Optimization exercise on an open flow, not production practice. RTL: at most simulated, not proved equivalent. Function not checked: runs 3 to 6. Power: default activity.

==> design/flow/design.v <==
package axi_lite_pkg;
    localparam int DATA_W = 32;
    localparam int STRB_W = 4;
    localparam logic [1:0] RESP_OKAY   = 2'b00;
    localparam logic [1:0] RESP_SLVERR = 2'b10;
endpackage
module axi_lite_regfile #(
    parameter int DEPTH = 32,
    parameter int IDX_W = 5
) (
    input  logic              i_clk,
    input  logic              i_srst,
    input  logic              i_we,
    input  logic [IDX_W-1:0]  i_waddr,
    input  logic [axi_lite_pkg::DATA_W-1:0] i_wdata,    
    input  logic [axi_lite_pkg::STRB_W-1:0] i_wstrb,
    input  logic              i_re,
    input  logic              i_rzero,
    input  logic [IDX_W-1:0]  i_raddr,
    output logic [axi_lite_pkg::DATA_W-1:0] o_rdata
);
    logic [axi_lite_pkg::DATA_W-1:0] r_mem [DEPTH];
    logic [DEPTH-1:0]                r_written;
    logic [axi_lite_pkg::DATA_W-1:0] r_rdata;
    always_ff @(posedge i_clk) begin
        if (i_srst) begin
            r_written <= '0;
        end else if (i_we) begin
            r_written[i_waddr] <= 1'b1;
        end
    end
    always_ff @(posedge i_clk) begin
        for (int k = 0; k < DEPTH; k++) begin
            for (int n = 0; n < axi_lite_pkg::STRB_W; n++) begin
                if (i_we && i_waddr == IDX_W'(k) && (i_wstrb[n] || !r_written[k])) begin
                    r_mem[k][8*n +: 8] <= i_wdata[8*n +: 8];
                end
            end
        end
    end
    always_ff @(posedge i_clk) begin
        if (i_re) begin
            r_rdata <= (i_rzero || !r_written[i_raddr]) ? {axi_lite_pkg::DATA_W{1'b0}} : r_mem[i_raddr];
        end
    end
    assign o_rdata = r_rdata;
endmodule
module axi_lite_slave_mem #(
    parameter int ADDR_WIDTH = 32,
    parameter int DATA_WIDTH = 32,
    parameter int DEPTH      = 32
) (
    input  logic                  s_axi_aclk,
    input  logic                  s_axi_areset,
    input  logic [ADDR_WIDTH-1:0] s_axi_awaddr,
    input  logic [2:0]            s_axi_awprot,
    input  logic                  s_axi_awvalid,
    output logic                  s_axi_awready,
    input  logic [DATA_WIDTH-1:0] s_axi_wdata,
    input  logic [3:0]            s_axi_wstrb,
    input  logic                  s_axi_wvalid,
    output logic                  s_axi_wready,
    output logic [1:0]            s_axi_bresp,
    output logic                  s_axi_bvalid,
    input  logic                  s_axi_bready,
    input  logic [ADDR_WIDTH-1:0] s_axi_araddr,
    input  logic [2:0]            s_axi_arprot,
    input  logic                  s_axi_arvalid,
    output logic                  s_axi_arready,
    output logic [DATA_WIDTH-1:0] s_axi_rdata,
    output logic [1:0]            s_axi_rresp,
    output logic                  s_axi_rvalid,
    input  logic                  s_axi_rready
);
    localparam int IDX_W = (DEPTH > 1) ? $clog2(DEPTH) : 1;
    localparam logic [ADDR_WIDTH-3:0] DEPTH_W = (ADDR_WIDTH-2)'(DEPTH);
    logic w_unused;
    assign w_unused = ^{s_axi_awprot, s_axi_arprot, s_axi_awaddr[1:0], s_axi_araddr[1:0]};
    logic                              r_awready, r_wready, r_arready;
    logic                              r_aw_v, r_aw_ok;
    logic [IDX_W-1:0]                  r_aw_idx;
    logic                              r_w_v;
    logic [axi_lite_pkg::DATA_W-1:0]   r_w_data;      
    logic [axi_lite_pkg::STRB_W-1:0]   r_w_strb;
    logic                              r_bvalid, r_berr, r_bsk_v, r_bsk_err;
    logic [1:0]                        r_blk;         
    logic                              r_ar0_v, r_ar0_ok, r_ar1_v, r_ar1_ok;
    logic [IDX_W-1:0]                  r_ar0_idx, r_ar1_idx;
    logic                              r_rvalid, r_rerr;
    logic [axi_lite_pkg::DATA_W-1:0]   w_rf_rdata;
    logic w_aw_hs, w_w_hs, w_ar_hs, w_b_take, w_commit, w_issue;
    assign w_aw_hs  = s_axi_awvalid & r_awready;
    assign w_w_hs   = s_axi_wvalid  & r_wready;
    assign w_ar_hs  = s_axi_arvalid & r_arready;
    assign w_b_take = r_bvalid & s_axi_bready;
    assign w_commit = r_aw_v & r_w_v & ~r_bsk_v & (r_blk == 2'd0);
    assign w_issue  = r_ar0_v & (~r_rvalid | s_axi_rready);
    logic w_aw_in_ok, w_ar_in_ok;
    assign w_aw_in_ok = (s_axi_awaddr[ADDR_WIDTH-1:2] < DEPTH_W);
    assign w_ar_in_ok = (s_axi_araddr[ADDR_WIDTH-1:2] < DEPTH_W);
    logic [axi_lite_pkg::DATA_W-1:0] w_in_data;
    always_comb begin
        for (int n = 0; n < axi_lite_pkg::STRB_W; n++) begin
            w_in_data[8*n +: 8] = s_axi_wdata[8*n +: 8] & {8{s_axi_wstrb[n]}};
        end
    end
    logic w_aw_v_nxt, w_w_v_nxt, w_bsk_v_nxt, w_pair_old;
    logic w_ar0_v_nxt, w_ar1_v_nxt;
    logic [1:0] w_blk_nxt, w_ar_left;
    assign w_aw_v_nxt = r_awready ? s_axi_awvalid : (r_aw_v & ~w_commit);
    assign w_w_v_nxt  = r_wready  ? s_axi_wvalid  : (r_w_v  & ~w_commit);
    assign w_bsk_v_nxt = r_bsk_v ? ~w_b_take : (w_commit & r_bvalid & ~s_axi_bready);
    assign w_ar_left = 2'(r_ar0_v) + 2'(r_ar1_v) - 2'(w_issue);
    assign w_pair_old = r_aw_v & r_w_v & ~w_commit;
    always_comb begin
        if (w_pair_old) begin
            w_blk_nxt = (r_blk != 2'd0 && w_issue) ? r_blk - 2'd1 : r_blk;
        end else if (w_aw_v_nxt & w_w_v_nxt) begin
            w_blk_nxt = w_ar_left;
        end else begin
            w_blk_nxt = 2'd0;
        end
    end
    assign w_ar0_v_nxt = (~r_ar0_v | w_issue) ? (r_ar1_v | w_ar_hs) : 1'b1;
    assign w_ar1_v_nxt = (~r_ar0_v | w_issue) ? (r_ar1_v & w_ar_hs) : (r_ar1_v | w_ar_hs);
    always_ff @(posedge s_axi_aclk) begin
        if (r_awready) begin
            r_aw_ok  <= w_aw_in_ok;
            r_aw_idx <= s_axi_awaddr[IDX_W+1:2];
        end
        if (r_wready) begin
            r_w_data <= w_in_data;
            r_w_strb <= s_axi_wstrb;
        end
        if (w_commit & (~r_bvalid | s_axi_bready)) begin
            r_berr <= ~r_aw_ok;
        end else if (r_bsk_v & s_axi_bready) begin
            r_berr <= r_bsk_err;
        end
        if (w_commit) begin
            r_bsk_err <= ~r_aw_ok;
        end
    end
    always_ff @(posedge s_axi_aclk) begin
        if (s_axi_areset) begin
            r_aw_v    <= 1'b0;
            r_w_v     <= 1'b0;
            r_awready <= 1'b1;
            r_wready  <= 1'b1;
            r_bvalid  <= 1'b0;
            r_bsk_v   <= 1'b0;
            r_blk     <= 2'd0;
        end else begin
            r_aw_v    <= w_aw_v_nxt;
            r_w_v     <= w_w_v_nxt;
            r_awready <= ~w_aw_v_nxt | (w_w_v_nxt & ~w_bsk_v_nxt & (w_blk_nxt == 2'd0));
            r_wready  <= ~w_w_v_nxt  | (w_aw_v_nxt & ~w_bsk_v_nxt & (w_blk_nxt == 2'd0));
            r_bvalid  <= r_bsk_v | w_commit | (r_bvalid & ~s_axi_bready);
            r_bsk_v   <= w_bsk_v_nxt;
            r_blk     <= w_blk_nxt;
        end
    end
    always_ff @(posedge s_axi_aclk) begin
        if (~r_ar0_v | w_issue) begin
            if (r_ar1_v) begin
                r_ar0_ok  <= r_ar1_ok;
                r_ar0_idx <= r_ar1_idx;
            end else begin
                r_ar0_ok  <= w_ar_in_ok;
                r_ar0_idx <= s_axi_araddr[IDX_W+1:2];
            end
        end
        if (w_ar_hs) begin
            r_ar1_ok  <= w_ar_in_ok;
            r_ar1_idx <= s_axi_araddr[IDX_W+1:2];
        end
        if (w_issue) begin
            r_rerr <= ~r_ar0_ok;
        end
    end
    always_ff @(posedge s_axi_aclk) begin
        if (s_axi_areset) begin
            r_ar0_v   <= 1'b0;
            r_ar1_v   <= 1'b0;
            r_arready <= 1'b1;
            r_rvalid  <= 1'b0;
        end else begin
            r_ar0_v   <= w_ar0_v_nxt;
            r_ar1_v   <= w_ar1_v_nxt;
            r_arready <= ~(w_ar0_v_nxt & w_ar1_v_nxt);
            r_rvalid  <= w_issue | (r_rvalid & ~s_axi_rready);
        end
    end
    axi_lite_regfile #(
        .DEPTH (DEPTH),
        .IDX_W (IDX_W)
    ) u_regfile (
        .i_clk   (s_axi_aclk),
        .i_srst  (s_axi_areset),
        .i_we    (w_commit & r_aw_ok),
        .i_waddr (r_aw_idx),
        .i_wdata (r_w_data),
        .i_wstrb (r_w_strb),
        .i_re    (w_issue),
        .i_rzero (~r_ar0_ok),
        .i_raddr (r_ar0_idx),
        .o_rdata (w_rf_rdata)
    );
    assign s_axi_awready = r_awready;
    assign s_axi_wready  = r_wready;
    assign s_axi_bvalid  = r_bvalid;
    assign s_axi_bresp   = r_berr ? axi_lite_pkg::RESP_SLVERR : axi_lite_pkg::RESP_OKAY;
    assign s_axi_arready = r_arready;
    assign s_axi_rvalid  = r_rvalid;
    assign s_axi_rresp   = r_rerr ? axi_lite_pkg::RESP_SLVERR : axi_lite_pkg::RESP_OKAY;
    assign s_axi_rdata   = w_rf_rdata;
endmodule
==> design/flow/run.sh <==
#!/bin/bash
# synth_recipe.tcl (not shown) runs the flow's synth.tcl, then flattens the netlist and writes it again
# the make line also repeats each setting of config.mk as NAME=value (left out here)
make -C /OpenROAD-flow-scripts/flow DESIGN_CONFIG=/design/flow/config.mk WORK_HOME=/design/flow/orfs CLKGATE_MAP_FILE= SYNTH_SCRIPT=/design/flow/synth_recipe.tcl finish
==> design/flow/config.mk <==
export PLATFORM = sky130hd
export DESIGN_NAME = axi_lite_slave_mem
export DESIGN_NICKNAME = axi_lite_slave_mem
export VERILOG_FILES = /design/flow/design.v
export SDC_FILE = /design/flow/constraint.sdc
export NUM_CORES = 4
export LEC_CHECK = 0
export ABC_CLOCK_PERIOD_IN_PS = 1800
export CAP_MARGIN = 20
export CORE_MARGIN = 2
export CORE_UTILIZATION = 65
export SETUP_SLACK_MARGIN = 2.2
export SLEW_MARGIN = 20
==> design/flow/constraint.sdc <==
create_clock -name core_clock -period 4.0 [get_ports {s_axi_aclk}]
set_input_delay 0.8000 -clock core_clock [delete_from_list [all_inputs] [get_ports {s_axi_aclk}]]
set_output_delay 0.8000 -clock core_clock [all_outputs]
set_load 0.01 [all_outputs]
==> results of run 1 <==
[metrics by stage]
stage,hold WS (ps),instance area [µm²],utilization (%),power [W]
after floorplan,496,47700,-,0.0147
after CTS,523,60500,87.9,0.0261
after global placement,517,50400,73.2,0.0154
after detailed placement,530,50400,73.2,0.0154
[cell usage after synthesis, types with 6 or more instances]
master	count	area share [%]
a2111oi_0	17	0.33
a2111oi_2	9	0.30
a211oi_1	12	0.20
a211oi_2	7	0.19
a21oi_1	206	2.3
a221o_1	13	0.29
a221oi_1	14	0.27
a22o_1	43	0.83
a22oi_1	199	3.3
a2bb2oi_1	23	0.44
a31oi_1	8	0.11
a32oi_1	11	0.21
and2_1	33	0.45
and3_1	54	0.74
buf_2	65	0.72
buf_4	29	0.48
buf_6	24	0.60
clkbuf_1	46	0.38
dfxtp_1	44	1.9
edfxtp_1	1113	74
ha_1	9	0.25
inv_1	23	0.19
mux2_2	21	0.52
mux2i_1	126	2.8
mux4_2	6	0.30
nand2_1	76	0.63
nand2b_1	10	0.14
nand3_1	59	0.65
nand3b_1	39	0.64
nand4_1	55	0.76
nor2_1	136	1.1
nor2_2	10	0.14
nor2_4	10	0.25
nor2b_1	15	0.21
nor3_1	36	0.40
nor3_2	17	0.37
nor4_1	26	0.36
o21ai_0	31	0.34
o21ai_1	8	0.088
o22ai_1	27	0.37
o32ai_1	15	0.29
or3_1	7	0.096
[power groups by stage]
stage | sequential, W | clock [W] | combinational, W
2_1_floorplan | 0.0139 | 0 | 0.000787
3_3_place_gp | 0.0141 | 0 | 0.00130
3_5_place_dp | 0.0141 | 0 | 0.00133
4_1_cts | 0.0138 | 0.0105 | 0.00178
[cells by family after synthesis]
family	count (synthesis)	synth area share [%]
flip-flops	1157	75.6
AND/OR/NAND/NOR	624	7.89
adder cells (fa/ha/maj)	9	0.248
XOR/XNOR	2	0.0386
other	1	0.00826
buffers and inverters	187	2.36
multiplexers	154	3.62
AO/OA/AOI/OAI	666	10.3
[routing by layer]
layer  overflow  GRT usage, %
met5          1          67.3
met2          8          92.7
met3          2          76.9
met1          5          81.9
met4         10          78.7
[worst min-delay path by stage]
stage,slack (ps),to,from,cells after the start
global placement,520,r_ar0_ok,r_ar1_ok,2
detailed placement,530,r_ar0_idx[1],r_ar1_idx[1],1
floorplan,500,r_berr,r_bsk_err,2
CTS,520,r_ar0_idx[2],r_ar1_idx[2],1
[repair_timing]
| action | in CTS |
|---|---|
| gates cloned | 17 |
| endpoints found under the hold margin | 0 |
| endpoints found under the setup margin | 1164 |
| pin swaps | 127 |
| resized for setup | 545 |
| setup buffers | 338 |
==> notes.md, run 1 <==
run status=aborted with a tool error; Failed at=global routing; run-stopping error=[ERROR GRT-0232] Routing congestion too high. Check the congestion heatmap in the GUI.; EDFF count, synth=about 1100; antenna violations before repair=33; number of clock sinks seen by CTS=1157; overflow left after global routing=26; placement-stage worst setup slack=about 530 ps; Detailed Place HPWL=104 mm; count of port buffers added during placement=141; type of pin the worst path ends at=register data pin; number of CTS-inserted buffers=approximately 110; number of warning messages in the yosys log=3; clock root cell=clkbuf_16; Yosys cell types=77; combined area of all synthesized cells=approximately 45000 µm²; top-level I/O count=154; placed instance count=roughly 3900; standard-cell rows=96; synthesized area per cell=about 16 µm²; GP Congestion=1.13; prevailing post-synth register cell=edfxtp_1; overall global routing resource usage=just over 80%; share of the yosys chip area belonging to registers=75.6%; starting density of the core=66.0%; count of mapped cells out of synthesis=2800; Max Buffers Root-to-Sink=3; overall die height=about 270 µm; overall die width=~270 µm; Hold Buf Count CTS=0; CTS H-tree lvls=3; asr flop ratio synth=0%; endpoint pin with the least setup slack after global-route repair=u_regfile.r_rdata[9]$_SDFFCE_PP0P_/D; largest net degree at the start of global routing=43; flop and latch count out of synthesis=approximately 1200
==> run 2, diff against run 1 <==
--- a/design/flow/config.mk
+++ b/design/flow/config.mk
@@ -5,9 +5,8 @@
 export SDC_FILE = /design/flow/constraint.sdc
 export NUM_CORES = 4
 export LEC_CHECK = 0
-export ABC_CLOCK_PERIOD_IN_PS = 1800
 export CAP_MARGIN = 20
 export CORE_MARGIN = 2
-export CORE_UTILIZATION = 65
+export CORE_UTILIZATION = 40
 export SETUP_SLACK_MARGIN = 2.2
 export SLEW_MARGIN = 20
==> run 2 against run 1 <==
Against the previous run: the run now finishes clean; synthesized cell count stayed put; synthesized area is the same.
==> notes.md, run 2 <==
worst slew margin relative to its limit=23.3%; number of warning messages in the yosys log=3 (unchanged); power density normalized to cell area=420 nW/µm²; top-level I/O count=154 (unchanged); critical path peak fanout=7; type of the worst setup path=reg -> reg; overall global routing resource usage=30.6%; count of mapped cells out of synthesis=2800 (unchanged); count of port buffers added during placement=141 (unchanged); Final setup viols=0; number of CTS-inserted buffers=113 (+1.8%); wire length of the first global-routing pass=245 mm; flop and latch count out of synthesis=1157 (unchanged); net switching share of the total power=between 20% and 30%; Yosys cell types=77 (unchanged); Clock Power Share=~40%; number of flip-flops in the largest register=1024; post-layout instance area=62400 µm²; commonest cells after routing, fill and taps aside=edfxtp_1, buf_4, buf_12; non-filler instance count after layout=roughly 5000; period utilization=65.6%; final WL=about 180 mm; commonest non-fill, non-tap cell in the layout=edfxtp_1; unrepaired setup endpoints after global routing=true; Crit. End Element=flop; starting density of the core=40.3% (-26 points); Final Net Count=3534; cell depth of the worst flop-to-flop path=10; Hold Fails Final Rpt=0; Internal=0.0202 W; top cells by area in the synthesized netlist=edfxtp_1, a22oi_1, mux2i_1, a21oi_1, dfxtp_1; min cycle time layout=about 2600 ps; layout-stage area growth over the synthesis result=37.5%; overall die width=341 µm (+27%); endpoint of the worst-slack reg-to-reg timing path=u_regfile.r_rdata[11]; worst endpoint data arrival time=3060 ps; category of the worst setup path launch point=flop; Endpoint, Worst Hold=r_rvalid; source of the worst hold timing path=r_ar0_v; Hold Buf Count CTS=0 (unchanged); TNS Setup=0 ps; Crit path required time=4440 ps; CTS tree=yes; detailed-route vias per instance=6.29; EDFF count, synth=1113 (unchanged); standard-cell rows=123 (+28%); core area=112000 µm²; Worst Skew=roughly 40 ps; flop-to-flop setup slack=1380 ps; antenna violation net count after detailed routing=0; largest net degree at the start of global routing=40; placed instance count=4427 (+15%); synth cell count leaders=edfxtp_1, a21oi_1, a22oi_1; Filler Cell Count=between 8000 and 9000; achievable frequency=0.381 GHz; combined area of all synthesized cells=45400 µm² (unchanged); synthesized area per cell=16.2 µm² (unchanged); Post-Place Cell Area=51200 µm² (+1.7%); maximum vdd drop=around 0.39 mV; share of the yosys chip area belonging to registers=75.6% (unchanged); overflow left after global routing=0; run status=finished clean; register with the most flip-flops=u_regfile.r_mem; prevailing post-synth register cell=edfxtp_1; clock latency on the worst-skew pair=720 ps; placement-stage worst setup slack=533 ps (-1.73 ps); NetSw=0.00603 W; antenna violations before repair=11; asr flop ratio synth=0% (unchanged); launch instance of the worst register-to-register path=r_ar0_idx[2]; Routed wire per std cell=36.0 µm; CTS H-tree lvls=3 (unchanged); via count of the first global-routing pass=between 30000 and 40000; number of clock sinks seen by CTS=1157 (unchanged); power share of the sequential group=52.3%; largest area contributor in the synthesized netlist=edfxtp_1; layout cell share with drive strength beyond 1=35.6%; DRC errors left=0; area of the die=116000 µm²; Max Buffers Root-to-Sink=3 (unchanged); max-cap violations=0; class of the tightest hold or removal check=reg -> reg; count of final max-slew check failures=0; clock transition at the register clock pins on the worst setup and hold paths after CTS=roughly 60 ps; violation count after the first detailed-route iteration=5098; PnR Total Power=between 0.02 and 0.03 W; overall die height=341 µm (+27%); top-area cell type share of the netlist area=73.6% (unchanged); clock root cell=clkbuf_16; fraction of power consumed by combinational cells=8.1%; count leader, synth=edfxtp_1; vias=31500; Leak Pwr=20.8 nW; GP Congestion=1.05 (-7.1%); hold depth=2; Worst Setup Slack, final=1380 ps; slew at the pin with the worst max-slew slack=around 1100 ps; Detailed Place HPWL=111 mm (+6.5%); router iterations before antenna repair=7
run 2: cell counts after synthesis:
Identical to the previous run, type by type.
run 2: metal layers:
layer / GRT usage [%] / vias up / part of all wire (%)
li1: - / 12500 / -
met1: 39.2 / 15900 / 36
met2: 45.9 / 2407 / 44
met3: 8.58 / 607 / 13
met4: 19.4 / 12 / 7.5
met5: 0 / - / 0.047
run 2: cells by family after synthesis:
group                      count (synthesis)  share of synthesized area, %
DFF                                     1157                          75.6
adders and majority gates                  9                         0.248
AOI/OAI and AO/OA                        666                          10.3
muxes                                    154                          3.62
xor gates and xnor gates                   2                        0.0386
and+or+nand+nor                          624                          7.89
other                                      1                       0.00826
buffers and inverters                    187                          2.36
run 2: repair_timing:
item                                    4_1_cts  5_1_grt
buffers inserted                            312       29
pin swaps                                   147       86
endpoints found under the setup margin     1164     1130
gates resized for setup                     572      110
gates cloned                                 13        2
run 2: layout make-up:
type	count	area (µm²)	share of cell area [%]
multi-input cells	1458	14100	22.5
inverters	23	118	0.188
well taps	1500	1880	3.01
flip-flops and latches	1157	34300	55.0
clock buffers	144	3030	4.85
clock inverters	66	528	0.846
repair buffers	659	8470	13.6
diodes	1	2.50	0.00401
run 2: worst max-delay path by stage:
stage            startpoint                     to  slack (ps)  cells past startpoint
6_report       r_ar0_idx[2]  u_regfile.r_rdata[11]        1380                     10
3_3_place_gp   r_ar0_idx[3]  u_regfile.r_rdata[25]         600                      8
5_1_grt        r_ar0_idx[3]   u_regfile.r_rdata[5]        1310                     11
3_5_place_dp   r_ar0_idx[3]  u_regfile.r_rdata[25]         530                      8
2_1_floorplan  s_axi_rready              r_awready        1430                      9
4_1_cts        r_ar0_idx[1]   u_regfile.r_rdata[6]        1400                     12
run 2: power groups by stage:
stage / Combinational [W] / Sequential, W / Clock, W
global route: 0.00219 / 0.0137 / 0.0109
detailed placement: 0.00139 / 0.0141 / 0
finish: 0.00213 / 0.0137 / 0.0104
global placement: 0.00136 / 0.0141 / 0
floorplan: 0.000787 / 0.0139 / 0
CTS: 0.00184 / 0.0138 / 0.0104
run 2: worst max-delay path, cell delays in order (launching register included):
cell and delay, ps:
edfxtp_1 380, buf_12 170, buf_4 160, buf_6 130, or4b_4 230, buf_8 160, nor2_1 80, a2111oi_4 410
nand3_1 200, o32ai_4 350, nor2_4 60
run 2: stage by stage:
step	util, %	hold WS, ps
6_report	55.5	548
5_1_grt	55.5	584
4_1_cts	54.5	558
3_5_place_dp	45.5	531
3_3_place_gp	45.5	516
2_1_floorplan	-	496
==> run 3, diff against run 2 <==
--- a/design/flow/design.v
+++ b/design/flow/design.v
@@ -15,13 +15,14 @@
     input  logic [axi_lite_pkg::DATA_W-1:0] i_wdata,    
     input  logic [axi_lite_pkg::STRB_W-1:0] i_wstrb,
     input  logic              i_re,
-    input  logic              i_rzero,
-    input  logic [IDX_W-1:0]  i_raddr,
+    input  logic [DEPTH-1:0]  i_rsel,                   
+    output logic [DEPTH-1:0]  o_written,
     output logic [axi_lite_pkg::DATA_W-1:0] o_rdata
 );
     logic [axi_lite_pkg::DATA_W-1:0] r_mem [DEPTH];
     logic [DEPTH-1:0]                r_written;
     logic [axi_lite_pkg::DATA_W-1:0] r_rdata;
+    logic [axi_lite_pkg::DATA_W-1:0] w_rd;
     always_ff @(posedge i_clk) begin
         if (i_srst) begin
             r_written <= '0;
@@ -38,12 +39,19 @@
             end
         end
     end
+    always_comb begin
+        w_rd = '0;
+        for (int k = 0; k < DEPTH; k++) begin
+            w_rd = w_rd | (r_mem[k] & {axi_lite_pkg::DATA_W{i_rsel[k]}});
+        end
+    end
     always_ff @(posedge i_clk) begin
         if (i_re) begin
-            r_rdata <= (i_rzero || !r_written[i_raddr]) ? {axi_lite_pkg::DATA_W{1'b0}} : r_mem[i_raddr];
-        end
-    end
-    assign o_rdata = r_rdata;
+            r_rdata <= w_rd;
+        end
+    end
+    assign o_written = r_written;
+    assign o_rdata   = r_rdata;
 endmodule
 module axi_lite_slave_mem #(
     parameter int ADDR_WIDTH = 32,
@@ -85,7 +93,9 @@
     logic                              r_bvalid, r_berr, r_bsk_v, r_bsk_err;
     logic [1:0]                        r_blk;         
     logic                              r_ar0_v, r_ar0_ok, r_ar1_v, r_ar1_ok;
-    logic [IDX_W-1:0]                  r_ar0_idx, r_ar1_idx;
+    logic [DEPTH-1:0]                  r_ar0_sel;     
+    logic [IDX_W-1:0]                  r_ar1_idx;
+    logic [DEPTH-1:0]                  w_written;
     logic                              r_rvalid, r_rerr;
     logic [axi_lite_pkg::DATA_W-1:0]   w_rf_rdata;
     logic w_aw_hs, w_w_hs, w_ar_hs, w_b_take, w_commit, w_issue;
@@ -160,14 +170,21 @@
             r_blk     <= w_blk_nxt;
         end
     end
+    logic [DEPTH-1:0] w_ar_in_sel, w_ar1_sel;
+    always_comb begin
+        for (int k = 0; k < DEPTH; k++) begin
+            w_ar_in_sel[k] = w_ar_in_ok && s_axi_araddr[IDX_W+1:2] == IDX_W'(k) && w_written[k];
+            w_ar1_sel[k]   = r_ar1_ok && r_ar1_idx == IDX_W'(k) && w_written[k];
+        end
+    end
     always_ff @(posedge s_axi_aclk) begin
         if (~r_ar0_v | w_issue) begin
             if (r_ar1_v) begin
                 r_ar0_ok  <= r_ar1_ok;
-                r_ar0_idx <= r_ar1_idx;
+                r_ar0_sel <= w_ar1_sel;
             end else begin
                 r_ar0_ok  <= w_ar_in_ok;
-                r_ar0_idx <= s_axi_araddr[IDX_W+1:2];
+                r_ar0_sel <= w_ar_in_sel;
             end
         end
         if (w_ar_hs) begin
@@ -201,10 +218,10 @@
         .i_waddr (r_aw_idx),
         .i_wdata (r_w_data),
         .i_wstrb (r_w_strb),
-        .i_re    (w_issue),
-        .i_rzero (~r_ar0_ok),
-        .i_raddr (r_ar0_idx),
-        .o_rdata (w_rf_rdata)
+        .i_re    (~r_rvalid | s_axi_rready),
+        .i_rsel    (r_ar0_sel),
+        .o_written (w_written),
+        .o_rdata   (w_rf_rdata)
     );
     assign s_axi_awready = r_awready;
     assign s_axi_wready  = r_wready;
--- a/design/flow/config.mk
+++ b/design/flow/config.mk
@@ -8,5 +8,4 @@
 export CAP_MARGIN = 20
 export CORE_MARGIN = 2
 export CORE_UTILIZATION = 40
-export SETUP_SLACK_MARGIN = 2.2
 export SLEW_MARGIN = 20
==> run 3 against run 2 <==
Against the previous run: critical endpoint is now u_regfile.r_mem[2][15]; wire length shrank 17%; die area shrank 4.7%; still clean on timing, DRC and antenna; via count shrank 14%.
==> notes.md, run 3 <==
starting density of the core=40.4% (about the same); Detailed Place HPWL=87.4 mm (-21%); standard-cell rows=120 (-2.4%); count of port buffers added during placement=141 (unchanged); Worst path max stage delay=500 ps (+90 ps); area of the die=111000 µm² (-4.7%); final WL=149 mm (-17%); unrepaired setup endpoints after global routing=false; Leak Pwr=16.6 nW (-20%); router iterations before antenna repair=6 (-1); Final setup viols=0 (unchanged); max-cap violations=0 (unchanged); clock root cell=clkbuf_16; detailed-route vias per instance=6.31 (+0.39%); clock latency on the worst-skew pair=700 ps (-20 ps); core area=107000 µm² (-4.8%); achievable frequency=0.330 GHz (-13%); sequential cell area=35100 µm² (+2.3%); antenna violation net count after detailed routing=0 (unchanged); CP max stage cell=nand3_1; clock transition at the register clock pins on the worst setup and hold paths after CTS=70 ps (about the same); synth cell count leaders=edfxtp_1, a22oi_1, a21oi_1; GP Congestion=0.953 (-8.9%); overall die width=333 µm (-2.4%); Met1 Routed Length=58.4 mm (-9.9%); Crit. End Element=flop; CP Cell Sequence=inv_1 -> ha_1 -> nor2b_4 -> nand3_2 -> inv_2 -> nand2_2 -> nor2_4 -> nand3_1 -> a21oi_1 -> buf_4; min cycle time layout=3030 ps (+408 ps); multi-input gate area in the final layout=7520 µm² (-46%); combined area of all synthesized cells=43200 µm² (-4.8%); top-area cell type share of the netlist area=79.2% (+5.6 points); commonest non-fill, non-tap cell in the layout=edfxtp_1; vias=27000 (-14%); largest area contributor in the synthesized netlist=edfxtp_1; Worst Setup Slack, final=967 ps (-408 ps); top-level I/O count=154 (unchanged); antenna violations before repair=2 (-9); CTS tree=yes; Core Util, Final=47.8% (-7.7 points); Routed wire per std cell=34.9 µm (-3.0%); count of final max-slew check failures=0 (unchanged); overall die height=333 µm (-2.4%); via count of the first global-routing pass=26400 (-14%); met2 wirelength from detailed routing=70.5 mm (-11%); Worst Skew=16.2 ps (-23.5 ps); post-layout instance area=51200 µm² (-18%); share of synthesized cell area in and, or, nand and nor gates=5.42% (-2.5 points); maximum vdd drop=0.479 mV (+23%); Post-Place Cell Area=47300 µm² (-7.7%); number of flip-flops in the largest register=1024 (unchanged); number of cells upsized or downsized after cts=0 (-100%); commonest cells after routing, fill and taps aside=edfxtp_1, a22oi_1, buf_4; count leader, synth=edfxtp_1; wire length of the first global-routing pass=203 mm (-17%); worst endpoint data arrival time=3430 ps (+370 ps); register with the most flip-flops=u_regfile.r_mem; violation count after the first detailed-route iteration=4345 (-15%); asr flop ratio synth=0% (unchanged); area fraction in compound gates after synthesis=11.6% (+1.4 points); overall global routing resource usage=26.4% (-4.2 points); CTS H-tree lvls=3 (unchanged); top cells by area in the synthesized netlist=edfxtp_1, a22oi_1, dfxtp_1, nand4_1, a21oi_1; Hold Fails Final Rpt=0 (unchanged); count of mapped cells out of synthesis=2474 (-12%); category of the worst setup path launch point=flop; EDFF count, synth=1140 (+2.4%); layout-stage area growth over the synthesis result=18.4%; period utilization=75.8% (+10 points); Crit path required time=4390 ps (-50 ps); DRC errors left=0 (unchanged); power density normalized to cell area=508 nW/µm² (+21%); TNS Setup=0 ps (unchanged); Hold Slack=522 ps (-26.0 ps); number of warning messages in the yosys log=3 (unchanged); worst slew margin relative to its limit=17.4% (-6.0 points); arithmetic-cell share of the synthesized area counting full adders, half adders and majority gates=0.284% (+0.036 points); run status=finished clean; critical path peak fanout=15 (+8); Max Buffers Root-to-Sink=3 (unchanged); class of the tightest hold or removal check=reg -> reg; Yosys cell types=52 (-32%); Top Metal Used=met4; number of clock sinks seen by CTS=1184 (+2.3%); overflow left after global routing=0 (unchanged); flop and latch count out of synthesis=1184 (+2.3%); layout cell share with drive strength beyond 1=12.6% (-23 points); share of the yosys chip area belonging to registers=81.2% (+5.7 points); xor/xnor cell area share of the yosys netlist=0.0405% (+0.0019 points); synthesized area per cell=17.5 µm² (+7.8%); met3 WL post-DR=14.7 mm (-35%); post-CTS repair timing setup buffer count=0 (-100%); prevailing post-synth register cell=edfxtp_1; Hold Buf Count CTS=0 (unchanged); number of CTS-inserted buffers=113 (unchanged); Filler Cell Count=8937 (+5.7%); mux share of post-synthesis cell area=0% (-3.6 points); main combinational cell family by area after synthesis=compound AO/OA/AOI/OAI gates; placement-stage worst setup slack=979 ps (+447 ps); largest net degree at the start of global routing=44 (+10%); type of the worst setup path=reg -> reg; Final Net Count=2905 (-18%); slew at the pin with the worst max-slew slack=1240 ps (+89.7 ps)
[run 3: cell types whose count changed in the layout (fill, tap and decap cells not counted), moves of 92 or more]
cell	delta
a21oi_1	+104
a21oi_4	-128
a22oi_1	+349
buf_12	-187
buf_6	-92
mux2i_1	-121
[run 3: cells by family (layout without fill, tap and decap cells)]
family / after synthesis / count (layout)
adder cells (fa/ha/maj): 10 / 10
other: 1 / 4
XOR/XNOR: 2 / 2
AND/OR/NAND/NOR: 399 / 399
AO/OA/AOI/OAI: 728 / 728
buffers and inverters: 150 / 552
flip-flops: 1184 / 1184
[run 3: metal layers]
layer  track usage, %  up-vias
met5                0        -
met3             4.68      325
met4             10.0        0
met1             35.7    13900
met2             42.6     1857
li1                 -    10900
[run 3: layout make-up]
type / count / area share (%)
Antenna cell: 2 / 0.00978
Clock buffer: 134 / 5.68
Clock inverter: 75 / 1.79
Inverter: 19 / 0.139
Multi-Input combinational cell: 1141 / 14.7
Sequential cell: 1184 / 68.6
Tap cell: 1403 / 3.43
Timing Repair Buffer: 324 / 5.61
[run 3: worst max-delay path: cells and delay by family (launching register included)]
kind,cells,cell delay (ps)
compound gates,1,300
fa+ha+maj,1,190
buf+inv,3,500
flops,1,320
simple gates,5,1400
[run 3: report_power, final]
group	internal (W)	leakage, nW	switching, W
clock	0.00638	1.85	0.00467
sequential	0.0139	11.0	0.000323
combinational	0.000322	3.79	0.000432
[run 3: worst paths after layout]
kind / startpoint / endpoint / slack, ps / depth (start not counted)
hold / removal: r_ar0_ok / r_rerr / 520 / 1
setup / recovery: r_blk[0] / u_regfile.r_mem[2][15] / 970 / 10
hold reg to reg: r_ar0_ok / r_rerr / 520 / 1
setup reg to reg: r_blk[0] / u_regfile.r_mem[2][15] / 970 / 10
[run 3: per-stage QoR]
stage | total power [W] | instances
2_1_floorplan | 0.0146 | 2475
3_3_place_gp | 0.0152 | 4063
3_5_place_dp | 0.0152 | 4069
4_1_cts | 0.0261 | 4278
5_1_grt | 0.0266 | 4280
6_report | 0.0260 | 4282
==> run 4, diff against run 3 <==
--- a/design/flow/config.mk
+++ b/design/flow/config.mk
@@ -8,4 +8,5 @@
 export CAP_MARGIN = 20
 export CORE_MARGIN = 2
 export CORE_UTILIZATION = 40
+export SETUP_SLACK_MARGIN = 1.6
 export SLEW_MARGIN = 20
==> run 4 against run 3 <==
Against the previous run: sequential power about the same; power shrank 2.6%; sequential share of layout area down 1.3 points; first-iteration DRC count shrank 2.7%; still clean; core utilization grew 0.95 points; critical path type unchanged; critical path depth is 1 higher; via count increased by 0.68%; non-clock buffer count grew 37; sequential cell count did not move; die area did not move; cell area grew 2.0%; synthesized cell count stayed put.
==> notes.md, run 4 <==
GP Congestion=0.956 (+0.30%); commonest non-fill, non-tap cell in the layout=edfxtp_1; critical path peak fanout=8 (-7); Crit path required time=4370 ps (-20 ps); overflow left after global routing=0 (unchanged); Hold Slack=522 ps (+0.126 ps); CTS H-tree lvls=3 (unchanged); min cycle time layout=2380 ps (-650 ps); synthesized area per cell=17.5 µm² (unchanged); cell depth of the worst flop-to-flop path=11 (+1); register with the most flip-flops=u_regfile.r_mem; antenna violation net count after detailed routing=0 (unchanged); vias=27200 (+0.68%); asr flop ratio synth=0% (unchanged); Post-Place Cell Area=47300 µm² (about the same); unrepaired setup endpoints after global routing=true; launch instance of the worst register-to-register path=r_blk[0]; count leader, synth=edfxtp_1; via count of the first global-routing pass=26500 (+0.61%); mux share of post-synthesis cell area=0% (unchanged); starting density of the core=40.4% (unchanged); Routed wire per std cell=34.3 µm (-1.8%); detailed-route vias per instance=6.30 (-0.16%); Final setup viols=0 (unchanged); Max Buffers Root-to-Sink=3 (unchanged); PnR Total Power=0.0253 W (-2.6%); main combinational cell family by area after synthesis=compound AO/OA/AOI/OAI gates; top-level I/O count=154 (unchanged); overall die height=333 µm (unchanged); Detailed Place HPWL=87.3 mm (-0.15%); endpoint of the worst-slack reg-to-reg timing path=u_regfile.r_mem[12][6]; count of final max-slew check failures=0 (unchanged); top-area cell type share of the netlist area=79.2% (unchanged); Crit. End Element=flop; crit path capture=u_regfile.r_mem[12][6]; commonest cells after routing, fill and taps aside=edfxtp_1, a22oi_1, nand4_1; share of the yosys chip area belonging to registers=81.2% (unchanged); number of CTS-inserted buffers=111 (-1.8%); Hold Buf Count CTS=0 (unchanged); largest net degree at the start of global routing=36 (-18%); power density normalized to cell area=485 nW/µm² (-4.5%); flop-to-flop setup slack=1620 ps (+650 ps); clock root cell=clkbuf_16; standard-cell rows=120 (unchanged); Critical path origin=r_blk[0]; overall global routing resource usage=26.3% (-0.075 points); xor/xnor cell area share of the yosys netlist=0.0405% (unchanged); router iterations before antenna repair=6 (unchanged); period utilization=59.6% (-16 points); slew at the pin with the worst max-slew slack=1260 ps (+16.0 ps); worst endpoint data arrival time=2750 ps (-680 ps); combined area of all synthesized cells=43200 µm² (unchanged); prevailing post-synth register cell=edfxtp_1; Final Net Count=2940 (+1.2%); achievable frequency=0.420 GHz (+27%); Yosys cell types=52 (unchanged); flop and latch count out of synthesis=1184 (unchanged); clock transition at the register clock pins on the worst setup and hold paths after CTS=60 ps (about the same); layout cell share with drive strength beyond 1=17.3% (+4.7 points); run status=finished clean; antenna diode instance count=0 (-2); violation count after the first detailed-route iteration=4227 (-2.7%); max-cap violations=0 (unchanged); maximum vdd drop=0.384 mV (-20%); final WL=148 mm (-0.95%); share of synthesized cell area in and, or, nand and nor gates=5.42% (unchanged); TNS Setup=0 ps (unchanged); Worst Skew=19.3 ps (+3.11 ps); number of flip-flops in the largest register=1024 (unchanged); area of the die=111000 µm² (unchanged); overall die width=333 µm (unchanged); Core Util, Final=48.7% (+0.95 points); wire length of the first global-routing pass=203 mm (about the same); arithmetic-cell share of the synthesized area counting full adders, half adders and majority gates=0.284% (unchanged); core area=107000 µm² (unchanged); class of the tightest hold or removal check=reg -> reg; antenna violations before repair=3 (+1); post-layout instance area=52200 µm² (+2.0%); EDFF count, synth=1140 (unchanged); CTS tree=yes; number of warning messages in the yosys log=3 (unchanged); count of mapped cells out of synthesis=2474 (unchanged); largest area contributor in the synthesized netlist=edfxtp_1; area fraction in compound gates after synthesis=11.6% (unchanged); synth cell count leaders=edfxtp_1, a22oi_1, a21oi_1; number of clock sinks seen by CTS=1184 (unchanged); DRC errors left=0 (unchanged); worst slew margin relative to its limit=16.2% (-1.2 points); type of the worst setup path=reg -> reg; top cells by area in the synthesized netlist=edfxtp_1, a22oi_1, dfxtp_1, nand4_1, a21oi_1; Leak Pwr=16.9 nW (+1.5%); layout-stage area growth over the synthesis result=20.7%; Hold Fails Final Rpt=0 (unchanged); category of the worst setup path launch point=flop; clock latency on the worst-skew pair=690 ps (about the same); count of port buffers added during placement=141 (unchanged)
## run 4: logic make-up after synthesis
logic type,Yosys count
AO/OA/AOI/OAI,728
XOR/XNOR,2
adder cells (fa/ha/maj),10
buffers and inverters,150
flip-flops,1184
other,1
AND/OR/NAND/NOR,399
## run 4: how the worst min path moves through the flow
stage | startpoint | endpoint | depth (start not counted)
floorplan | r_ar0_ok | r_rerr | 1
global placement | r_ar0_ok | r_rerr | 1
detailed placement | r_ar0_ok | r_rerr | 1
CTS | r_ar0_ok | r_rerr | 1
global route | r_ar0_ok | r_rerr | 1
finish | r_ar0_ok | r_rerr | 1
## run 4: worst max-delay path: stages (launching register included)
cell       delay [ps]
dfxtp_2           330
inv_2              60
ha_4              130
nor2b_4           170
nand3_4           110
inv_6             110
nand2_8            80
nor2_4            200
clkbuf_16         210
nand3_2           230
a21oi_2           200
buf_6             240
## run 4: through the flow
step | std cells | setup WS (ps)
after floorplan | 2475 | 1630
after global placement | 4061 | 907
after detailed placement | 4064 | 924
after CTS | 4311 | 1540
after global routing | 4318 | 1550
final | 4318 | 1620
## run 4: what timing repair did
action	in CTS	in global routing
pin swaps	3	4
buffers inserted	36	5
gates cloned	1	1
endpoints found under the setup margin	1083	964
gates resized for setup	169	88
## run 4: where the power goes
group | switching [W] | internal (W) | total, W | leakage [nW]
sequential | 0.000316 | 0.0139 | 0.0142 | 11.0
clock | 0.00456 | 0.00581 | 0.0104 | 1.73
combinational | 0.000463 | 0.000311 | 0.000774 | 4.17
## run 4: cell type report
| type | count | area, µm² |
|---|---|---|
| tap | 1403 | 1760 |
| fill | 8916 | 54900 |
| clock buffer | 136 | 2890 |
| sequential | 1184 | 35100 |
| timing repair buffer | 361 | 3590 |
| inverter | 19 | 76.3 |
| multi-input combinational | 1141 | 8060 |
| clock inverter | 74 | 684 |
## run 4: layer usage
layer  share of wire, %  vias to the layer above  track usage [%]
li1                   -                    11000                -
met1                 38                    14000             35.4
met2                 47                     1863             42.6
met3                 10                      315             5.06
met4                4.0                        0             9.38
met5                  0                        -                0
==> run 5, diff against run 4 <==
--- a/design/flow/design.v
+++ b/design/flow/design.v
@@ -12,29 +12,21 @@
     input  logic              i_srst,
     input  logic              i_we,
     input  logic [IDX_W-1:0]  i_waddr,
-    input  logic [axi_lite_pkg::DATA_W-1:0] i_wdata,    
+    input  logic [axi_lite_pkg::DATA_W-1:0] i_wdata,
     input  logic [axi_lite_pkg::STRB_W-1:0] i_wstrb,
     input  logic              i_re,
     input  logic [DEPTH-1:0]  i_rsel,                   
-    output logic [DEPTH-1:0]  o_written,
     output logic [axi_lite_pkg::DATA_W-1:0] o_rdata
 );
     logic [axi_lite_pkg::DATA_W-1:0] r_mem [DEPTH];
-    logic [DEPTH-1:0]                r_written;
     logic [axi_lite_pkg::DATA_W-1:0] r_rdata;
-    logic [axi_lite_pkg::DATA_W-1:0] w_rd;
-    always_ff @(posedge i_clk) begin
-        if (i_srst) begin
-            r_written <= '0;
-        end else if (i_we) begin
-            r_written[i_waddr] <= 1'b1;
-        end
-    end
+    logic [axi_lite_pkg::DATA_W-1:0] w_rd, w_wd;
+    assign w_wd = i_srst ? {axi_lite_pkg::DATA_W{1'b0}} : i_wdata;
     always_ff @(posedge i_clk) begin
         for (int k = 0; k < DEPTH; k++) begin
             for (int n = 0; n < axi_lite_pkg::STRB_W; n++) begin
-                if (i_we && i_waddr == IDX_W'(k) && (i_wstrb[n] || !r_written[k])) begin
-                    r_mem[k][8*n +: 8] <= i_wdata[8*n +: 8];
+                if (i_srst || (i_we && i_waddr == IDX_W'(k) && i_wstrb[n])) begin
+                    r_mem[k][8*n +: 8] <= w_wd[8*n +: 8];
                 end
             end
         end
@@ -50,8 +42,7 @@
             r_rdata <= w_rd;
         end
     end
-    assign o_written = r_written;
-    assign o_rdata   = r_rdata;
+    assign o_rdata = r_rdata;
 endmodule
 module axi_lite_slave_mem #(
     parameter int ADDR_WIDTH = 32,
@@ -88,14 +79,13 @@
     logic                              r_aw_v, r_aw_ok;
     logic [IDX_W-1:0]                  r_aw_idx;
     logic                              r_w_v;
-    logic [axi_lite_pkg::DATA_W-1:0]   r_w_data;      
+    logic [axi_lite_pkg::DATA_W-1:0]   r_w_data;
     logic [axi_lite_pkg::STRB_W-1:0]   r_w_strb;
     logic                              r_bvalid, r_berr, r_bsk_v, r_bsk_err;
     logic [1:0]                        r_blk;         
     logic                              r_ar0_v, r_ar0_ok, r_ar1_v, r_ar1_ok;
     logic [DEPTH-1:0]                  r_ar0_sel;     
     logic [IDX_W-1:0]                  r_ar1_idx;
-    logic [DEPTH-1:0]                  w_written;
     logic                              r_rvalid, r_rerr;
     logic [axi_lite_pkg::DATA_W-1:0]   w_rf_rdata;
     logic w_aw_hs, w_w_hs, w_ar_hs, w_b_take, w_commit, w_issue;
@@ -111,7 +101,7 @@
     logic [axi_lite_pkg::DATA_W-1:0] w_in_data;
     always_comb begin
         for (int n = 0; n < axi_lite_pkg::STRB_W; n++) begin
-            w_in_data[8*n +: 8] = s_axi_wdata[8*n +: 8] & {8{s_axi_wstrb[n]}};
+            w_in_data[8*n +: 8] = s_axi_wdata[8*n +: 8];
         end
     end
     logic w_aw_v_nxt, w_w_v_nxt, w_bsk_v_nxt, w_pair_old;
@@ -173,8 +163,8 @@
     logic [DEPTH-1:0] w_ar_in_sel, w_ar1_sel;
     always_comb begin
         for (int k = 0; k < DEPTH; k++) begin
-            w_ar_in_sel[k] = w_ar_in_ok && s_axi_araddr[IDX_W+1:2] == IDX_W'(k) && w_written[k];
-            w_ar1_sel[k]   = r_ar1_ok && r_ar1_idx == IDX_W'(k) && w_written[k];
+            w_ar_in_sel[k] = w_ar_in_ok && s_axi_araddr[IDX_W+1:2] == IDX_W'(k);
+            w_ar1_sel[k]   = r_ar1_ok && r_ar1_idx == IDX_W'(k);
         end
     end
     always_ff @(posedge s_axi_aclk) begin
@@ -220,7 +210,6 @@
         .i_wstrb (r_w_strb),
         .i_re    (~r_rvalid | s_axi_rready),
         .i_rsel    (r_ar0_sel),
-        .o_written (w_written),
         .o_rdata   (w_rf_rdata)
     );
     assign s_axi_awready = r_awready;
==> design/flow/flow/run.sh (new file) <==
#!/bin/bash
# Own layout flow: the standard flow (standard.sh, unchanged synthesis, floorplan,
# power grid and tap cells), with plain buffers for the port buffers instead of the
# delay cells buffer_ports picks on its own.
set -euo pipefail
export BUFFER_PORTS_ARGS="-buffer_cell sky130_fd_sc_hd__buf_2"
bash standard.sh finish > flow_standard.log 2>&1
==> design/flow/standard.sh (new file) <==
#!/bin/bash
# synth_recipe.tcl (not shown) runs the flow's synth.tcl, then flattens the netlist and writes it again
# the make line also repeats each setting of config.mk as NAME=value (left out here)
make -C /OpenROAD-flow-scripts/flow DESIGN_CONFIG=/design/flow/config.mk WORK_HOME=/design/flow/orfs CLKGATE_MAP_FILE= SYNTH_SCRIPT=/design/flow/synth_recipe.tcl "${@:-finish}"
--- a/design/flow/config.mk
+++ b/design/flow/config.mk
@@ -8,5 +8,7 @@
 export CAP_MARGIN = 20
 export CORE_MARGIN = 2
 export CORE_UTILIZATION = 40
-export SETUP_SLACK_MARGIN = 1.6
+export CTS_CLUSTER_DIAMETER = 120
+export CTS_CLUSTER_SIZE = 24
+export SETUP_SLACK_MARGIN = 1.8
 export SLEW_MARGIN = 20
removed: design/flow/run.sh
==> run 5 against run 4 <==
Against the previous run: die area decreased by 1.9%; count of clock-buffer cells in the layout decreased by 61; setup slack improved by 170 ps; synthesized cell count decreased by 5.8%; clock power decreased by about 40%; core utilization decreased by 2.8 points; via count decreased by 8.6%; synthesized area decreased by 1.9%.
==> notes.md, run 5 <==
maximum vdd drop=0.345 mV (-10%); endpoint of the worst-slack reg-to-reg timing path=u_regfile.r_mem[14][24]; top-area cell type share of the netlist area=80.7% (+1.5 points); category of cells accounting for the largest share of critical-path delay=simple AND/OR/NAND/NOR gates; xor/xnor cell area share of the yosys netlist=0.0207% (-0.020 points); launch instance of the worst register-to-register path=r_aw_idx[1]; CTS H-tree lvls=2 (-1); cell depth of the worst flop-to-flop path=4 (-7); vias=24900 (-8.6%); arithmetic-cell share of the synthesized area counting full adders, half adders and majority gates=0.112% (-0.17 points); hold depth=1 (unchanged); count leader, synth=edfxtp_1; Leak Pwr=16.4 nW (-2.5%); source of the worst hold timing path=s_axi_wdata[16]; largest area contributor in the synthesized netlist=edfxtp_1; area of the die=109000 µm² (-1.9%); antenna violation net count after detailed routing=0 (unchanged); Met1 Routed Length=52.0 mm (-8.3%); Routed wire per std cell=33.3 µm (-2.9%); overall die width=330 µm (-0.93%); Hold Slack=310 ps (-212 ps); layout cell share with drive strength beyond 1=22.5% (+5.3 points); CTS tree=yes; Max Buffers Root-to-Sink=3 (unchanged); class of the tightest hold or removal check=in -> reg; detailed-route vias per instance=6.32 (+0.33%); largest net degree at the start of global routing=61 (+69%); core area=105000 µm² (-1.7%); top cells by area in the synthesized netlist=edfxtp_1, a22oi_1, a21o_1, nand4_1, clkbuf_1; standard-cell rows=119 (-0.83%); met2 wirelength from detailed routing=60.4 mm (-14%); met3 WL post-DR=14.6 mm (-5.1%); Detailed Place HPWL=75.6 mm (-13%); prevailing post-synth register cell=edfxtp_1; critical path peak fanout=8 (unchanged); top-level I/O count=154 (unchanged); worst endpoint data arrival time=2560 ps (-190 ps); register with the most flip-flops=u_regfile.r_mem; starting density of the core=40.3% (-0.087 points); asr flop ratio synth=0% (unchanged); antenna diode instance count=0 (unchanged); overall global routing resource usage=23.7% (-2.6 points); mux share of post-synthesis cell area=0.0236% (+0.024 points); EDFF count, synth=1140 (unchanged); via count of the first global-routing pass=24200 (-9.0%); Endpoint, Worst Hold=r_w_data[16]; Crit. End Element=flop; CP max stage cell=edfxtp_1; clock root cell=clkbuf_16; GP Congestion=0.867 (-9.3%); flop and latch count out of synthesis=1152 (-2.7%); number of CTS-inserted buffers=54 (-51%); clock transition at the register clock pins on the worst setup and hold paths after CTS=100 ps (+40 ps); Top Metal Used=met4; Core Util, Final=45.9% (-2.8 points); achievable frequency=0.453 GHz (+7.9%); number of clock sinks seen by CTS=1152 (-2.7%); run status=finished clean; share of synthesized cell area in and, or, nand and nor gates=5.02% (-0.40 points); antenna violations before repair=2 (-1); Worst path max stage delay=630 ps (+300 ps); overflow left after global routing=0 (unchanged); DRC errors left=0 (unchanged); commonest non-fill, non-tap cell in the layout=edfxtp_1; synthesized area per cell=18.2 µm² (+4.2%); Worst Skew=26.3 ps (+7.02 ps); type of the worst setup path=reg -> reg; unrepaired setup endpoints after global routing=false; period utilization=55.2% (-4.4 points); final WL=131 mm (-12%); max-cap violations=0 (unchanged); Yosys cell types=47 (-9.6%); count of mapped cells out of synthesis=2330 (-5.8%); synth cell count leaders=edfxtp_1, a22oi_1, nand4_1; number of warning messages in the yosys log=3 (unchanged); main combinational cell family by area after synthesis=compound AO/OA/AOI/OAI gates; area fraction in compound gates after synthesis=12.1% (+0.50 points); Final setup viols=0 (unchanged); count of final max-slew check failures=0 (unchanged); Hold Buf Count CTS=0 (unchanged); violation count after the first detailed-route iteration=3840 (-9.2%); power density normalized to cell area=458 nW/µm² (-5.7%); router iterations before antenna repair=6 (unchanged); layout-stage area growth over the synthesis result=14.0%; category of the worst setup path launch point=flop; combined area of all synthesized cells=42400 µm² (-1.9%); Crit path required time=4350 ps (-20 ps); slew at the pin with the worst max-slew slack=1020 ps (-237 ps); number of flip-flops in the largest register=1024 (unchanged); clock latency on the worst-skew pair=660 ps (-30 ps); min cycle time layout=2210 ps (-174 ps); Hold Fails Final Rpt=0 (unchanged); worst slew margin relative to its limit=32.1% (+16 points); flop-to-flop setup slack=1790 ps (+170 ps); TNS Setup=0 ps (unchanged); count of port buffers added during placement=141 (unchanged); wire length of the first global-routing pass=181 mm (-11%); Final Net Count=2634 (-10%); share of the yosys chip area belonging to registers=81.3% (about the same); buffering stage count on the worst path with inverters included=0 (-4); commonest cells after routing, fill and taps aside=edfxtp_1, a22oi_1, buf_2; overall die height=330 µm (-0.93%); CP Cell Sequence=nor2b_1 -> nand2_2 -> nor2_4 -> a21o_4
[run 5: how the worst max path moves through the flow]
stage            startpoint                       to  slack (ps)  cells after the start
5_1_grt            r_blk[1]   u_regfile.r_mem[18][1]        1750                      8
2_1_floorplan  s_axi_areset    u_regfile.r_mem[0][0]        1630                      3
3_5_place_dp       r_blk[0]    u_regfile.r_mem[7][0]         930                      7
6_report        r_aw_idx[1]  u_regfile.r_mem[14][24]        1790                      4
4_1_cts            r_blk[0]  u_regfile.r_mem[10][11]        1590                      9
3_3_place_gp       r_blk[0]    u_regfile.r_mem[7][5]        1050                      7
[run 5: cells by family after synthesis]
kind of cell | count (synthesis)
compound gates | 693
xor+xnor | 1
fa+ha+maj | 4
buf+inv | 149
flops | 1152
mux | 1
other cells | 1
simple gates | 329
[run 5: final cells by class]
class / count / area [µm²]
fillers: 8777 / 56900
flip-flops and latches: 1152 / 34500
multi-input cells: 1030 / 8620
repair buffers: 266 / 1950
well taps: 1391 / 1740
clock buffers: 75 / 1430
clock inverters: 5 / 83.8
inverters: 14 / 52.6
[run 5: metrics by stage]
stage / cells / total power (W) / instance area [µm²] / setup slack [ps]
2_1_floorplan: 2331 / 0.0153 / 42400 / 1630
3_3_place_gp: 3808 / 0.0160 / 45100 / 1050
3_5_place_dp: 3808 / 0.0160 / 45100 / 927
4_1_cts: 3914 / 0.0221 / 47700 / 1590
5_1_grt: 3933 / 0.0227 / 48400 / 1750
6_report: 3933 / 0.0221 / 48400 / 1790
[run 5: where the power goes]
part | total [W] | switching (W) | internal [W]
Clock | 0.00625 | 0.00366 | 0.00259
Sequential | 0.0145 | 0.000273 | 0.0142
Combinational | 0.00140 | 0.00101 | 0.000384
[run 5: what timing repair did]
item                                    4_1_cts  5_1_grt
endpoints found under the hold margin         0        0
buffers inserted                             26       15
gates resized for setup                     258       89
endpoints found under the setup margin     1060     1044
pin swaps                                     5       23
[run 5: per-layer routing]
layer / GRT usage [%] / vias up
met2: 37.2 / 1677
met3: 4.51 / 234
met4: 6.49 / 0
met5: 0 / -
li1: - / 10100
met1: 34.0 / 12900
==> run 6, diff against run 5 <==
--- a/design/flow/design.v
+++ b/design/flow/design.v
@@ -5,17 +5,16 @@
     localparam logic [1:0] RESP_SLVERR = 2'b10;
 endpackage
 module axi_lite_regfile #(
-    parameter int DEPTH = 32,
-    parameter int IDX_W = 5
+    parameter int DEPTH = 32
 ) (
     input  logic              i_clk,
     input  logic              i_srst,
-    input  logic              i_we,
-    input  logic [IDX_W-1:0]  i_waddr,
+    input  logic [axi_lite_pkg::STRB_W-1:0] i_wen,       
+    input  logic [3:0]        i_wsel_lo,                 
+    input  logic [DEPTH/4-1:0] i_wsel_hi,                
     input  logic [axi_lite_pkg::DATA_W-1:0] i_wdata,
-    input  logic [axi_lite_pkg::STRB_W-1:0] i_wstrb,
     input  logic              i_re,
-    input  logic [DEPTH-1:0]  i_rsel,                   
+    input  logic [DEPTH-1:0]  i_rsel,                    
     output logic [axi_lite_pkg::DATA_W-1:0] o_rdata
 );
     logic [axi_lite_pkg::DATA_W-1:0] r_mem [DEPTH];
@@ -25,7 +24,7 @@
     always_ff @(posedge i_clk) begin
         for (int k = 0; k < DEPTH; k++) begin
             for (int n = 0; n < axi_lite_pkg::STRB_W; n++) begin
-                if (i_srst || (i_we && i_waddr == IDX_W'(k) && i_wstrb[n])) begin
+                if (i_srst || (i_wen[n] && i_wsel_lo[k % 4] && i_wsel_hi[k / 4])) begin
                     r_mem[k][8*n +: 8] <= w_wd[8*n +: 8];
                 end
             end
@@ -72,15 +71,18 @@
     input  logic                  s_axi_rready
 );
     localparam int IDX_W = (DEPTH > 1) ? $clog2(DEPTH) : 1;
+    localparam int HI_N  = DEPTH / 4;
     localparam logic [ADDR_WIDTH-3:0] DEPTH_W = (ADDR_WIDTH-2)'(DEPTH);
     logic w_unused;
     assign w_unused = ^{s_axi_awprot, s_axi_arprot, s_axi_awaddr[1:0], s_axi_araddr[1:0]};
     logic                              r_awready, r_wready, r_arready;
     logic                              r_aw_v, r_aw_ok;
-    logic [IDX_W-1:0]                  r_aw_idx;
+    logic [3:0]                        r_aw_lo;       
+    logic [HI_N-1:0]                   r_aw_hi;       
     logic                              r_w_v;
     logic [axi_lite_pkg::DATA_W-1:0]   r_w_data;
     logic [axi_lite_pkg::STRB_W-1:0]   r_w_strb;
+    logic [axi_lite_pkg::STRB_W-1:0]   r_wen;         
     logic                              r_bvalid, r_berr, r_bsk_v, r_bsk_err;
     logic [1:0]                        r_blk;         
     logic                              r_ar0_v, r_ar0_ok, r_ar1_v, r_ar1_ok;
@@ -88,28 +90,21 @@
     logic [IDX_W-1:0]                  r_ar1_idx;
     logic                              r_rvalid, r_rerr;
     logic [axi_lite_pkg::DATA_W-1:0]   w_rf_rdata;
-    logic w_aw_hs, w_w_hs, w_ar_hs, w_b_take, w_commit, w_issue;
+    logic w_aw_hs, w_ar_hs, w_commit, w_issue;
     assign w_aw_hs  = s_axi_awvalid & r_awready;
-    assign w_w_hs   = s_axi_wvalid  & r_wready;
     assign w_ar_hs  = s_axi_arvalid & r_arready;
-    assign w_b_take = r_bvalid & s_axi_bready;
     assign w_commit = r_aw_v & r_w_v & ~r_bsk_v & (r_blk == 2'd0);
     assign w_issue  = r_ar0_v & (~r_rvalid | s_axi_rready);
     logic w_aw_in_ok, w_ar_in_ok;
     assign w_aw_in_ok = (s_axi_awaddr[ADDR_WIDTH-1:2] < DEPTH_W);
     assign w_ar_in_ok = (s_axi_araddr[ADDR_WIDTH-1:2] < DEPTH_W);
-    logic [axi_lite_pkg::DATA_W-1:0] w_in_data;
-    always_comb begin
-        for (int n = 0; n < axi_lite_pkg::STRB_W; n++) begin
-            w_in_data[8*n +: 8] = s_axi_wdata[8*n +: 8];
-        end
-    end
-    logic w_aw_v_nxt, w_w_v_nxt, w_bsk_v_nxt, w_pair_old;
+    logic w_aw_v_nxt, w_w_v_nxt, w_bsk_v_nxt, w_pair_old, w_commit_nxt, w_aw_ok_nxt;
     logic w_ar0_v_nxt, w_ar1_v_nxt;
     logic [1:0] w_blk_nxt, w_ar_left;
+    logic [axi_lite_pkg::STRB_W-1:0] w_w_strb_nxt;
     assign w_aw_v_nxt = r_awready ? s_axi_awvalid : (r_aw_v & ~w_commit);
     assign w_w_v_nxt  = r_wready  ? s_axi_wvalid  : (r_w_v  & ~w_commit);
-    assign w_bsk_v_nxt = r_bsk_v ? ~w_b_take : (w_commit & r_bvalid & ~s_axi_bready);
+    assign w_bsk_v_nxt = r_bsk_v ? ~(r_bvalid & s_axi_bready) : (w_commit & r_bvalid & ~s_axi_bready);
     assign w_ar_left = 2'(r_ar0_v) + 2'(r_ar1_v) - 2'(w_issue);
     assign w_pair_old = r_aw_v & r_w_v & ~w_commit;
     always_comb begin
@@ -121,15 +116,23 @@
             w_blk_nxt = 2'd0;
         end
     end
+    assign w_commit_nxt = w_aw_v_nxt & w_w_v_nxt & ~w_bsk_v_nxt & (w_blk_nxt == 2'd0);
+    assign w_aw_ok_nxt  = r_awready ? w_aw_in_ok : r_aw_ok;
+    assign w_w_strb_nxt = r_wready ? s_axi_wstrb : r_w_strb;
     assign w_ar0_v_nxt = (~r_ar0_v | w_issue) ? (r_ar1_v | w_ar_hs) : 1'b1;
     assign w_ar1_v_nxt = (~r_ar0_v | w_issue) ? (r_ar1_v & w_ar_hs) : (r_ar1_v | w_ar_hs);
     always_ff @(posedge s_axi_aclk) begin
         if (r_awready) begin
-            r_aw_ok  <= w_aw_in_ok;
-            r_aw_idx <= s_axi_awaddr[IDX_W+1:2];
+            r_aw_ok <= w_aw_in_ok;
+            for (int i = 0; i < 4; i++) begin
+                r_aw_lo[i] <= s_axi_awaddr[3:2] == 2'(i);
+            end
+            for (int i = 0; i < HI_N; i++) begin
+                r_aw_hi[i] <= w_aw_in_ok && s_axi_awaddr[IDX_W+1:4] == (IDX_W-2)'(i);
+            end
         end
         if (r_wready) begin
-            r_w_data <= w_in_data;
+            r_w_data <= s_axi_wdata;
             r_w_strb <= s_axi_wstrb;
         end
         if (w_commit & (~r_bvalid | s_axi_bready)) begin
@@ -147,6 +150,7 @@
             r_w_v     <= 1'b0;
             r_awready <= 1'b1;
             r_wready  <= 1'b1;
+            r_wen     <= '0;
             r_bvalid  <= 1'b0;
             r_bsk_v   <= 1'b0;
             r_blk     <= 2'd0;
@@ -155,6 +159,7 @@
             r_w_v     <= w_w_v_nxt;
             r_awready <= ~w_aw_v_nxt | (w_w_v_nxt & ~w_bsk_v_nxt & (w_blk_nxt == 2'd0));
             r_wready  <= ~w_w_v_nxt  | (w_aw_v_nxt & ~w_bsk_v_nxt & (w_blk_nxt == 2'd0));
+            r_wen     <= w_w_strb_nxt & {axi_lite_pkg::STRB_W{w_commit_nxt & w_aw_ok_nxt}};
             r_bvalid  <= r_bsk_v | w_commit | (r_bvalid & ~s_axi_bready);
             r_bsk_v   <= w_bsk_v_nxt;
             r_blk     <= w_blk_nxt;
@@ -199,16 +204,15 @@
         end
     end
     axi_lite_regfile #(
-        .DEPTH (DEPTH),
-        .IDX_W (IDX_W)
+        .DEPTH (DEPTH)
     ) u_regfile (
-        .i_clk   (s_axi_aclk),
-        .i_srst  (s_axi_areset),
-        .i_we    (w_commit & r_aw_ok),
-        .i_waddr (r_aw_idx),
-        .i_wdata (r_w_data),
-        .i_wstrb (r_w_strb),
-        .i_re    (~r_rvalid | s_axi_rready),
+        .i_clk     (s_axi_aclk),
+        .i_srst    (s_axi_areset),
+        .i_wen     (r_wen),
+        .i_wsel_lo (r_aw_lo),
+        .i_wsel_hi (r_aw_hi),
+        .i_wdata   (r_w_data),
+        .i_re      (~r_rvalid | s_axi_rready),
         .i_rsel    (r_ar0_sel),
         .o_rdata   (w_rf_rdata)
     );
==> run 6 against run 5 <==
Against the previous run: highest routed layer is now met5; setup slack worse by 63 ps; via count up 0.23%; sequential share of layout area up 1.3 points; wire length up 2.1%; combinational power down 9%; register-to-register slack worse by 60 ps; count of clock-buffer cells in the layout up 3; fmax down 2.8%; power up 0.14%.
==> notes.md, run 6 <==
period utilization=56.8% (+1.6 points); combined area of all synthesized cells=42700 µm² (+0.70%); CP max stage cell=or4_1; PnR Total Power=0.0222 W (+0.14%); antenna violation net count after detailed routing=0 (unchanged); detailed-route vias per instance=6.35 (+0.41%); critical path peak fanout=9 (+1); run status=finished clean; slew at the pin with the worst max-slew slack=1060 ps (+45.8 ps); type of the worst setup path=reg -> reg; sequential cell area=34700 µm² (+0.70%); starting density of the core=40.5% (+0.17 points); overall die width=331 µm (+0.35%); wire length of the first global-routing pass=180 mm (-1.0%); number of clock sinks seen by CTS=1163 (+0.95%); vias=24900 (+0.23%); count of mapped cells out of synthesis=2349 (+0.82%); Detailed Place HPWL=73.9 mm (-2.2%); commonest cells after routing, fill and taps aside=edfxtp_1, a22oi_1, buf_2; count of final max-slew check failures=0 (unchanged); number of warning messages in the yosys log=3 (unchanged); synthesized area per cell=18.2 µm² (-0.11%); max-cap violations=0 (unchanged); synth cell count leaders=edfxtp_1, a22oi_1, a21o_1; Hold Fails Final Rpt=0 (unchanged); Endpoint, Worst Hold=r_w_data[12]; violation count after the first detailed-route iteration=3709 (-3.4%); number of CTS-inserted buffers=54 (unchanged); source of the worst hold timing path=s_axi_wdata[12]; count leader, synth=edfxtp_1; unrepaired setup endpoints after global routing=true; Crit path required time=4370 ps (+20 ps); Crit. End Element=flop; Hold Buf Count CTS=0 (unchanged); top cells by area in the synthesized netlist=edfxtp_1, a22oi_1, a21o_1, a22o_1, a221oi_1; Worst Setup Slack, final=1730 ps (-62.8 ps); CTS tree=yes; standard-cell rows=119 (unchanged); Final setup viols=0 (unchanged); achievable frequency=0.440 GHz (-2.8%); register with the most flip-flops=u_regfile.r_mem; share of the yosys chip area belonging to registers=81.3% (about the same); asr flop ratio synth=0% (unchanged); core area=106000 µm² (+0.28%); min cycle time layout=2270 ps (+62.8 ps); commonest non-fill, non-tap cell in the layout=edfxtp_1; top-area cell type share of the netlist area=80.3% (-0.42 points); maximum vdd drop=0.307 mV (-11%); largest area contributor in the synthesized netlist=edfxtp_1; layout-stage area growth over the synthesis result=12.0%; router iterations before antenna repair=6 (unchanged); launch instance of the worst register-to-register path=r_ar0_sel[23]; non-filler instance count after layout=3926 (-0.18%); CP Cell Sequence=buf_4 -> buf_6 -> a22o_1 -> a221oi_1 -> nand3_1 -> or4_1; placement-stage worst setup slack=1160 ps (+232 ps); DRC errors left=0 (unchanged); placed instance count=3793 (-0.39%); cell depth of the worst flop-to-flop path=6 (+2); layout cell share with drive strength beyond 1=16.3% (-6.2 points); TNS Setup=0 ps (unchanged); CTS H-tree lvls=2 (unchanged); Leak Pwr=16.9 nW (+3.1%); Worst path max stage delay=600 ps (-30 ps); power density normalized to cell area=464 nW/µm² (+1.3%); Core Util, Final=45.3% (-0.64 points); class of the tightest hold or removal check=in -> reg; Yosys cell types=47 (unchanged); hold depth=1 (unchanged); final WL=134 mm (+2.1%); category of the worst setup path launch point=flop; worst endpoint data arrival time=2640 ps (+80 ps)
==> run 6: cell count changes after synthesis, sizes merged, moves of 7 or more <==
cell / delta
nor2: -32
dfxtp: +9
nand2: -7
buf: +38
nand4: -53
a221oi: +66
and2: +17
a22oi: -133
clkbuf: -15
nand3: +63
a22o: +66
==> run 6: critical path, delay by kind of cell (launching register included) <==
| family | cells | cell delay [ps] |
|---|---|---|
| flip-flops | 1 | 380 |
| AND/OR/NAND/NOR | 2 | 800 |
| AO/OA/AOI/OAI | 2 | 440 |
| buffers and inverters | 2 | 360 |
==> run 6: worst max path at each step <==
| stage | start | end | slack [ps] |
|---|---|---|---|
| floorplan | s_axi_areset | u_regfile.r_mem[0][11] | 1650 |
| global placement | r_ar0_sel[23] | u_regfile.r_rdata[29] | 1180 |
| detailed placement | s_axi_areset | u_regfile.r_mem[12][7] | 1160 |
| CTS | r_ar0_sel[23] | u_regfile.r_rdata[29] | 1720 |
| global route | r_ar0_sel[4] | u_regfile.r_rdata[29] | 1660 |
| finish | r_ar0_sel[23] | u_regfile.r_rdata[29] | 1730 |
==> run 6: final cells by class <==
type / instances / area share (%)
clock buffers: 78 / 3.15
clock inverters: 1 / 0.0340
diodes: 2 / 0.0105
multi-input cells: 1014 / 16.0
well taps: 1391 / 3.64
inverters: 15 / 0.118
flip-flops and latches: 1163 / 72.6
repair buffers: 262 / 4.39
==> run 6: metrics by stage <==
stage,cell area (µm²),hold slack [ps]
final,47800,321
after global routing,47800,295
after CTS,47200,291
after detailed placement,45200,463
after global placement,45100,466
after floorplan,42700,441
==> run 6: what timing repair did <==
item                       CTS  global route
gates resized for setup     65            50
setup endpoints to repair   41           122
pin swaps                   13            24
setup buffers               26            16
cloned                       2             8
==> run 6: cell families (layout without fill, tap and decap cells) <==
group,Yosys count,count (layout),synth area share [%]
DFF,1163,1163,81.3
buffers and inverters,173,356,1.61
AOI/OAI and AO/OA,688,688,12.5
and+or+nand+nor,312,312,4.34
muxes,6,6,0.152
xor gates and xnor gates,2,2,0.0410
other,1,4,0.00878
adders and majority gates,4,4,0.111
==> run 6: per-layer routing <==
layer | track usage (%) | share of wire, % | up-vias
met5 | 0 | 0.042 | -
met1 | 31.3 | 37 | 12900
met4 | 7.47 | 3.6 | 8
met3 | 4.64 | 11 | 264
met2 | 38.3 | 48 | 1683
li1 | - | - | 10100
==> run 6: report_power, final <==
part / internal (W) / switching (W) / total [W]
Combinational: 0.000333 / 0.000948 / 0.00128
Sequential: 0.0144 / 0.000308 / 0.0147
Clock: 0.00262 / 0.00360 / 0.00622
Total: 0.0173 / 0.00486 / 0.0222
